This is an optimization exercise on Yosys and OpenROAD, whose aim is small area, not a production implementation.
Function was checked by simulation only, so behaviour that the tests miss may differ from the original.
Power is estimated from default activity; no workload was simulated.

## job 101
==> flow/design.v <==
`default_nettype none
package csr_pkg;
  localparam int unsigned XLEN              = 32;
  localparam int unsigned NUM_PERF_COUNTERS = 9;
  localparam logic [1:0] MXL_RV32         = 2'd1;   
  localparam int unsigned MSTATUS_MIE_BIT  = 3;
  localparam int unsigned MSTATUS_MPIE_BIT = 7;
  localparam logic [1:0] PRIV_LVL_M       = 2'd3;   
  localparam logic [1:0] PCMR_RESET       = 2'd3;   
  localparam logic [6:0] PCCR_BASE_UPPER = 7'b0111100;
  typedef enum logic [1:0] {
    CSR_OP_NONE  = 2'd0,
    CSR_OP_WRITE = 2'd1,
    CSR_OP_SET   = 2'd2,
    CSR_OP_CLEAR = 2'd3
  } csr_op_e;
  typedef enum logic [11:0] {
    CSR_MSTATUS = 12'h300,
    CSR_MISA    = 12'h301,
    CSR_MTVEC   = 12'h305,
    CSR_MEPC    = 12'h341,
    CSR_MCAUSE  = 12'h342,
    CSR_PCCR31  = 12'h79F,   
    CSR_PCER    = 12'h7A0,
    CSR_PCMR    = 12'h7A1,
    CSR_MHARTID = 12'hF14
  } csr_num_e;
  typedef enum int unsigned {
    EV_CYCLE        = 0,
    EV_INSTR        = 1,
    EV_IMISS        = 2,
    EV_LOAD         = 3,
    EV_STORE        = 4,
    EV_JUMP         = 5,
    EV_BRANCH       = 6,
    EV_BRANCH_TAKEN = 7,
    EV_COMPRESSED   = 8
  } perf_event_e;
endpackage
`default_nettype wire
`timescale 1ns/1ns
`default_nettype none
import csr_pkg::*;
module csr_unit_top #(
  parameter bit RV32E = 1'b0,
  parameter bit RV32M = 1'b1
) (
  input  logic            clk_i,
  input  logic            rst_ni,
  input  logic [csr_pkg::XLEN-1:0] boot_addr_i,
  input  logic [3:0]      core_id_i,
  input  logic [5:0]      cluster_id_i,
  input  logic            csr_access_i,
  input  logic [11:0]             csr_addr_i,
  input  logic [csr_pkg::XLEN-1:0] csr_wdata_i,
  input  logic [1:0]              csr_op_i,
  output logic [csr_pkg::XLEN-1:0] csr_rdata_o,
  input  logic [csr_pkg::XLEN-1:0] pc_if_i,
  input  logic [csr_pkg::XLEN-1:0] pc_id_i,
  input  logic            csr_save_if_i,
  input  logic            csr_save_id_i,
  input  logic            csr_save_cause_i,
  input  logic [5:0]      csr_cause_i,
  input  logic            csr_restore_mret_i,
  output logic            m_irq_enable_o,
  output logic [csr_pkg::XLEN-1:0] mepc_o,
  input  logic            if_valid_i,
  input  logic            id_valid_i,
  input  logic            is_compressed_i,
  input  logic            is_decoding_i,
  input  logic            imiss_i,
  input  logic            pc_set_i,
  input  logic            jump_i,
  input  logic            branch_i,
  input  logic            branch_taken_i,
  input  logic            mem_load_i,
  input  logic            mem_store_i
);
  localparam int unsigned NC = NUM_PERF_COUNTERS;
  localparam logic [XLEN-1:0] MISA_VALUE =
      (XLEN'(1)     <<  2)
    | (XLEN'(RV32E) <<  4)
    | (XLEN'(1)     <<  8)
    | (XLEN'(RV32M) << 12)
    | (XLEN'(MXL_RV32) << 30);
  logic            mie_q, mpie_q;
  logic [XLEN-1:0] mepc_q;
  logic [5:0]      mcause_q;
  logic [NC-1:0]   pcer_q;
  logic [1:0]      pcmr_q;
  logic [NC-1:0]   pend_q;                
  logic [NC-1:0][XLEN-1:0] cnt_q;
  logic [11:0] a;
  assign a = csr_addr_i;
  logic sel_mstatus, sel_misa, sel_mtvec, sel_mepc, sel_mcause, sel_mhartid;
  logic sel_pcer, sel_pcmr, sel_all, in_pccr;
  logic [NC-1:0] sel_cnt;
  assign sel_mstatus = (a == CSR_MSTATUS);
  assign sel_misa    = (a == CSR_MISA);
  assign sel_mtvec   = (a == CSR_MTVEC);
  assign sel_mepc    = (a == CSR_MEPC);
  assign sel_mcause  = (a == CSR_MCAUSE);
  assign sel_mhartid = (a == CSR_MHARTID);
  assign sel_pcer    = (a == CSR_PCER);
  assign sel_pcmr    = (a == CSR_PCMR);
  assign sel_all     = (a == CSR_PCCR31);
  assign in_pccr     = (a[11:5] == PCCR_BASE_UPPER);
  always_comb begin
    for (int c = 0; c < NC; c++) sel_cnt[c] = in_pccr && (a[4:0] == 5'(c));
  end
  logic [XLEN-1:0] cnt_rd;
  always_comb begin
    case (a[3:0])
      4'd0: cnt_rd = cnt_q[0];
      4'd1: cnt_rd = cnt_q[1];
      4'd2: cnt_rd = cnt_q[2];
      4'd3: cnt_rd = cnt_q[3];
      4'd4: cnt_rd = cnt_q[4];
      4'd5: cnt_rd = cnt_q[5];
      4'd6: cnt_rd = cnt_q[6];
      4'd7: cnt_rd = cnt_q[7];
      4'd8: cnt_rd = cnt_q[8];
      default: cnt_rd = '0;
    endcase
  end
  always_comb begin
    csr_rdata_o = '0;
    if (sel_mstatus) begin
      csr_rdata_o[12:11]            = PRIV_LVL_M;
      csr_rdata_o[MSTATUS_MPIE_BIT] = mpie_q;
      csr_rdata_o[MSTATUS_MIE_BIT]  = mie_q;
    end
    csr_rdata_o = csr_rdata_o
                | ({XLEN{sel_misa}}    & MISA_VALUE)
                | ({XLEN{sel_mtvec}}   & boot_addr_i)
                | ({XLEN{sel_mepc}}    & mepc_q)
                | ({XLEN{sel_mcause}}  & {mcause_q[5], 26'b0, mcause_q[4:0]})
                | ({XLEN{sel_mhartid}} & {21'b0, cluster_id_i, 1'b0, core_id_i})
                | ({XLEN{sel_pcer}}    & XLEN'(pcer_q))
                | ({XLEN{sel_pcmr}}    & XLEN'(pcmr_q));
    csr_rdata_o = csr_rdata_o | ({XLEN{in_pccr & ~a[4]}} & cnt_rd);
  end
  logic            we;
  logic [XLEN-1:0] wdata;
  assign we = csr_access_i & (csr_op_i != CSR_OP_NONE);
  always_comb begin
    unique case (csr_op_i)
      CSR_OP_SET:   wdata = csr_wdata_i | csr_rdata_o;
      CSR_OP_CLEAR: wdata = ~csr_wdata_i & csr_rdata_o;
      default:      wdata = csr_wdata_i;
    endcase
  end
  logic            mie_n, mpie_n;
  logic [XLEN-1:0] mepc_n;
  logic [5:0]      mcause_n;
  always_comb begin
    mie_n    = mie_q;
    mpie_n   = mpie_q;
    mcause_n = mcause_q;
    if (we && sel_mstatus) begin
      mie_n  = wdata[MSTATUS_MIE_BIT];
      mpie_n = wdata[MSTATUS_MPIE_BIT];
    end
    if (we && sel_mcause) mcause_n = {wdata[XLEN-1], wdata[4:0]};
    if (csr_save_cause_i) begin
      mcause_n = csr_cause_i;
      mpie_n   = mie_q;
      mie_n    = 1'b0;
    end else if (csr_restore_mret_i) begin
      mie_n  = mpie_q;
      mpie_n = 1'b1;
    end
  end
  logic mepc_s_if, mepc_s_id, mepc_s_wr, mepc_s_hold;
  assign mepc_s_if   = csr_save_cause_i & csr_save_if_i & ~csr_save_id_i;
  assign mepc_s_id   = csr_save_cause_i & ~(csr_save_if_i & ~csr_save_id_i);
  assign mepc_s_wr   = ~csr_save_cause_i & we & sel_mepc;
  assign mepc_s_hold = ~csr_save_cause_i & ~(we & sel_mepc);
  assign mepc_n = ({XLEN{mepc_s_if}} & pc_if_i) | ({XLEN{mepc_s_id}} & pc_id_i)
                | ({XLEN{mepc_s_wr}} & wdata)   | ({XLEN{mepc_s_hold}} & mepc_q);
  assign m_irq_enable_o = mie_q;
  assign mepc_o         = mepc_q;
  logic [NC-1:0] ev;
  assign ev[EV_CYCLE]        = 1'b1;
  assign ev[EV_INSTR]        = if_valid_i;
  assign ev[EV_IMISS]        = imiss_i & ~pc_set_i;
  assign ev[EV_LOAD]         = mem_load_i;
  assign ev[EV_STORE]        = mem_store_i;
  assign ev[EV_JUMP]         = jump_i;
  assign ev[EV_BRANCH]       = branch_i;
  assign ev[EV_BRANCH_TAKEN] = branch_taken_i;
  assign ev[EV_COMPRESSED]   = id_valid_i & is_decoding_i & is_compressed_i;
  logic [NC-1:0][XLEN-1:0] cnt_n;
  for (genvar c = 0; c < NC; c++) begin : g_cnt
    logic [XLEN:0]   cy;    
    logic [XLEN-1:0] inc;
    logic wr, blk;
    assign cy[0] = pend_q[c];
    assign wr    = we && (sel_cnt[c] || sel_all);
    assign blk   = pcmr_q[1] & cy[XLEN] & ~wr;
    for (genvar b = 0; b < XLEN; b++) begin : g_bit
      assign inc[b]  = cnt_q[c][b] ^ cy[b];
      assign cy[b+1] = cnt_q[c][b] & cy[b];
    end
    assign cnt_n[c] = ({XLEN{~wr}} | wdata) & (inc | {XLEN{wr | blk}});
  end
  always_ff @(posedge clk_i or negedge rst_ni) begin
    if (!rst_ni) begin
      mie_q    <= 1'b0;
      mpie_q   <= 1'b0;
      mepc_q   <= '0;
      mcause_q <= '0;
      pcer_q   <= '0;
      pcmr_q   <= PCMR_RESET;
      pend_q   <= '0;
      cnt_q    <= '0;
    end else begin
      mie_q    <= mie_n;
      mpie_q   <= mpie_n;
      mepc_q   <= mepc_n;
      mcause_q <= mcause_n;
      if (we && sel_pcer) pcer_q <= wdata[NC-1:0];
      if (we && sel_pcmr) pcmr_q <= wdata[1:0];
      pend_q   <= ev & pcer_q & {NC{pcmr_q[0]}};
      cnt_q    <= cnt_n;
    end
  end
endmodule
`default_nettype wire
clock: 10.0 ns
lec_check: 0
cap_margin: 5
core_margin: 2
core_utilization: 65
place_density: 0.75
slew_margin: 5
standard.sh (not shown) runs the stock make flow with config.mk's settings and CLKGATE_MAP_FILE= SYNTH_SCRIPT=/design/flow/synth_recipe.tcl, a recipe that flattens the netlist after the stock synthesis.
==> flow/flow/run.sh <==
#!/bin/bash
# The standard ORFS layout (standard.sh) with three changes:
#  - synthesis maps with an area-oriented ABC script (flow/my_synth.tcl),
#  - port buffers are buf_1 instead of the default clkdlybuf4s50_1,
#  - CTS uses larger sink clusters and no dummy loads.
set -euo pipefail
export FLOW_WORK=$PWD
export BUFFER_PORTS_ARGS="-buffer_cell sky130_fd_sc_hd__buf_1"
export CTS_ARGS="-sink_clustering_enable -repair_clock_nets -buf_list sky130_fd_sc_hd__clkbuf_8 -sink_clustering_size 18 -sink_clustering_max_diameter 50 -dont_use_dummy_load"
bash standard.sh SYNTH_SCRIPT=$PWD/flow/my_synth.tcl finish > standard.log 2>&1
==> flow/flow/abc_area.script <==
strash
balance
rewrite
refactor
balance
rewrite
rewrite -z
balance
refactor -z
rewrite -z
balance
dc2
&get -n
&dch -f
&nf -a -p -F 8 -A 8 -C 32 -R 1000
&put
==> flow/flow/my_synth.tcl <==
# The standard synthesis (synth_recipe.tcl in the work folder), with one
# change: the final ABC technology mapping uses flow/abc_area.script, an
# area-oriented script, instead of ORFS's speed script. Registers are mapped
# by dfflibmap before ABC runs, so they are the standard synthesis's.
proc abc {args} {
  set i [lsearch $args -script]
  if {$i >= 0} { lset args [expr {$i + 1}] $::env(FLOW_WORK)/flow/abc_area.script }
  yosys abc {*}$args
}
source $::env(FLOW_WORK)/synth_recipe.tcl
> inputs changed (job 101 -> job 102)
diff --git a/flow/design.v b/flow/design.v
--- a/flow/design.v
+++ b/flow/design.v
@@ -108,21 +108,6 @@
   always_comb begin
     for (int c = 0; c < NC; c++) sel_cnt[c] = in_pccr && (a[4:0] == 5'(c));
   end
-  logic [XLEN-1:0] cnt_rd;
-  always_comb begin
-    case (a[3:0])
-      4'd0: cnt_rd = cnt_q[0];
-      4'd1: cnt_rd = cnt_q[1];
-      4'd2: cnt_rd = cnt_q[2];
-      4'd3: cnt_rd = cnt_q[3];
-      4'd4: cnt_rd = cnt_q[4];
-      4'd5: cnt_rd = cnt_q[5];
-      4'd6: cnt_rd = cnt_q[6];
-      4'd7: cnt_rd = cnt_q[7];
-      4'd8: cnt_rd = cnt_q[8];
-      default: cnt_rd = '0;
-    endcase
-  end
   always_comb begin
     csr_rdata_o = '0;
     if (sel_mstatus) begin
@@ -138,7 +123,7 @@
                 | ({XLEN{sel_mhartid}} & {21'b0, cluster_id_i, 1'b0, core_id_i})
                 | ({XLEN{sel_pcer}}    & XLEN'(pcer_q))
                 | ({XLEN{sel_pcmr}}    & XLEN'(pcmr_q));
-    csr_rdata_o = csr_rdata_o | ({XLEN{in_pccr & ~a[4]}} & cnt_rd);
+    for (int c = 0; c < NC; c++) csr_rdata_o = csr_rdata_o | ({XLEN{sel_cnt[c]}} & cnt_q[c]);
   end
   logic            we;
   logic [XLEN-1:0] wdata;
@@ -156,13 +141,16 @@
   always_comb begin
     mie_n    = mie_q;
     mpie_n   = mpie_q;
+    mepc_n   = mepc_q;
     mcause_n = mcause_q;
     if (we && sel_mstatus) begin
       mie_n  = wdata[MSTATUS_MIE_BIT];
       mpie_n = wdata[MSTATUS_MPIE_BIT];
     end
+    if (we && sel_mepc)   mepc_n   = wdata;
     if (we && sel_mcause) mcause_n = {wdata[XLEN-1], wdata[4:0]};
     if (csr_save_cause_i) begin
+      mepc_n   = (csr_save_if_i && !csr_save_id_i) ? pc_if_i : pc_id_i;
       mcause_n = csr_cause_i;
       mpie_n   = mie_q;
       mie_n    = 1'b0;
@@ -171,13 +159,6 @@
       mpie_n = 1'b1;
     end
   end
-  logic mepc_s_if, mepc_s_id, mepc_s_wr, mepc_s_hold;
-  assign mepc_s_if   = csr_save_cause_i & csr_save_if_i & ~csr_save_id_i;
-  assign mepc_s_id   = csr_save_cause_i & ~(csr_save_if_i & ~csr_save_id_i);
-  assign mepc_s_wr   = ~csr_save_cause_i & we & sel_mepc;
-  assign mepc_s_hold = ~csr_save_cause_i & ~(we & sel_mepc);
-  assign mepc_n = ({XLEN{mepc_s_if}} & pc_if_i) | ({XLEN{mepc_s_id}} & pc_id_i)
-                | ({XLEN{mepc_s_wr}} & wdata)   | ({XLEN{mepc_s_hold}} & mepc_q);
   assign m_irq_enable_o = mie_q;
   assign mepc_o         = mepc_q;
   logic [NC-1:0] ev;
@@ -202,7 +183,7 @@
       assign inc[b]  = cnt_q[c][b] ^ cy[b];
       assign cy[b+1] = cnt_q[c][b] & cy[b];
     end
-    assign cnt_n[c] = ({XLEN{~wr}} | wdata) & (inc | {XLEN{wr | blk}});
+    assign cnt_n[c] = (wr ? wdata : inc) | {XLEN{blk}};
   end
   always_ff @(posedge clk_i or negedge rst_ni) begin
     if (!rst_ni) begin
Findings:
Routed wire in job 102 totals more than in job 101. Job 102 against job 101; length in cells of the worst reg-to-reg path is down by a few percent. Per the comparison of job 102 with job 101, layout overhead on the synthesized area went down 0.72 points, minimum clock period after layout went up 0.35 ns, share of the cycle needed by the critical path after routing went up 3.5 points, proportion of power drawn by combinational gates went down 0.7 points. Diff job 102..job 101 | clock input transition at the sequential cells of the worst setup and hold paths | negligible. Compared with job 101, job 102 degrades wire length of the first global-routing pass. The clock network fraction of design power reported for job 102 is greater than that of job 101 by 0.9 points. Looking at top metal layer carrying routed signals, the met5 result is from job 101; the met4 one comes from job 102. Upper clock frequency limit ends up higher on job 101. From job 101 to job 102 the numbers moved as follows: sequential cell area fraction in the yosys report now sits lower; total power divided by cell area decreased by 0.81% relative to the old numbers.

[what the ideal ports hide]
Ports are ideal in the flow. The routed layouts listed here were re-timed in OpenROAD.
Step 1, drivers: a clkbuf_16 drives clk_i and a buf_2 each remaining input, both assumed.
Step 2 times the ports against the registers' clock, not the clock port: input delays grow and output delays shrink by t, the midpoint of the rising clock arrivals with the driver on.
Three values: no drivers, after step 1, after step 2; two values: the first two.
run	shift t [ns]	setup WS [ns]	clock arrival spread, ns	worst data-port slew with drivers (ns)
job 101	0.603	2.244 / 2.244 / 2.244	0.045 / 0.045	0.10
job 102	0.603	1.894 / 1.894 / 1.894	0.040 / 0.041	0.05
After both steps setup and hold are still met in every run listed.
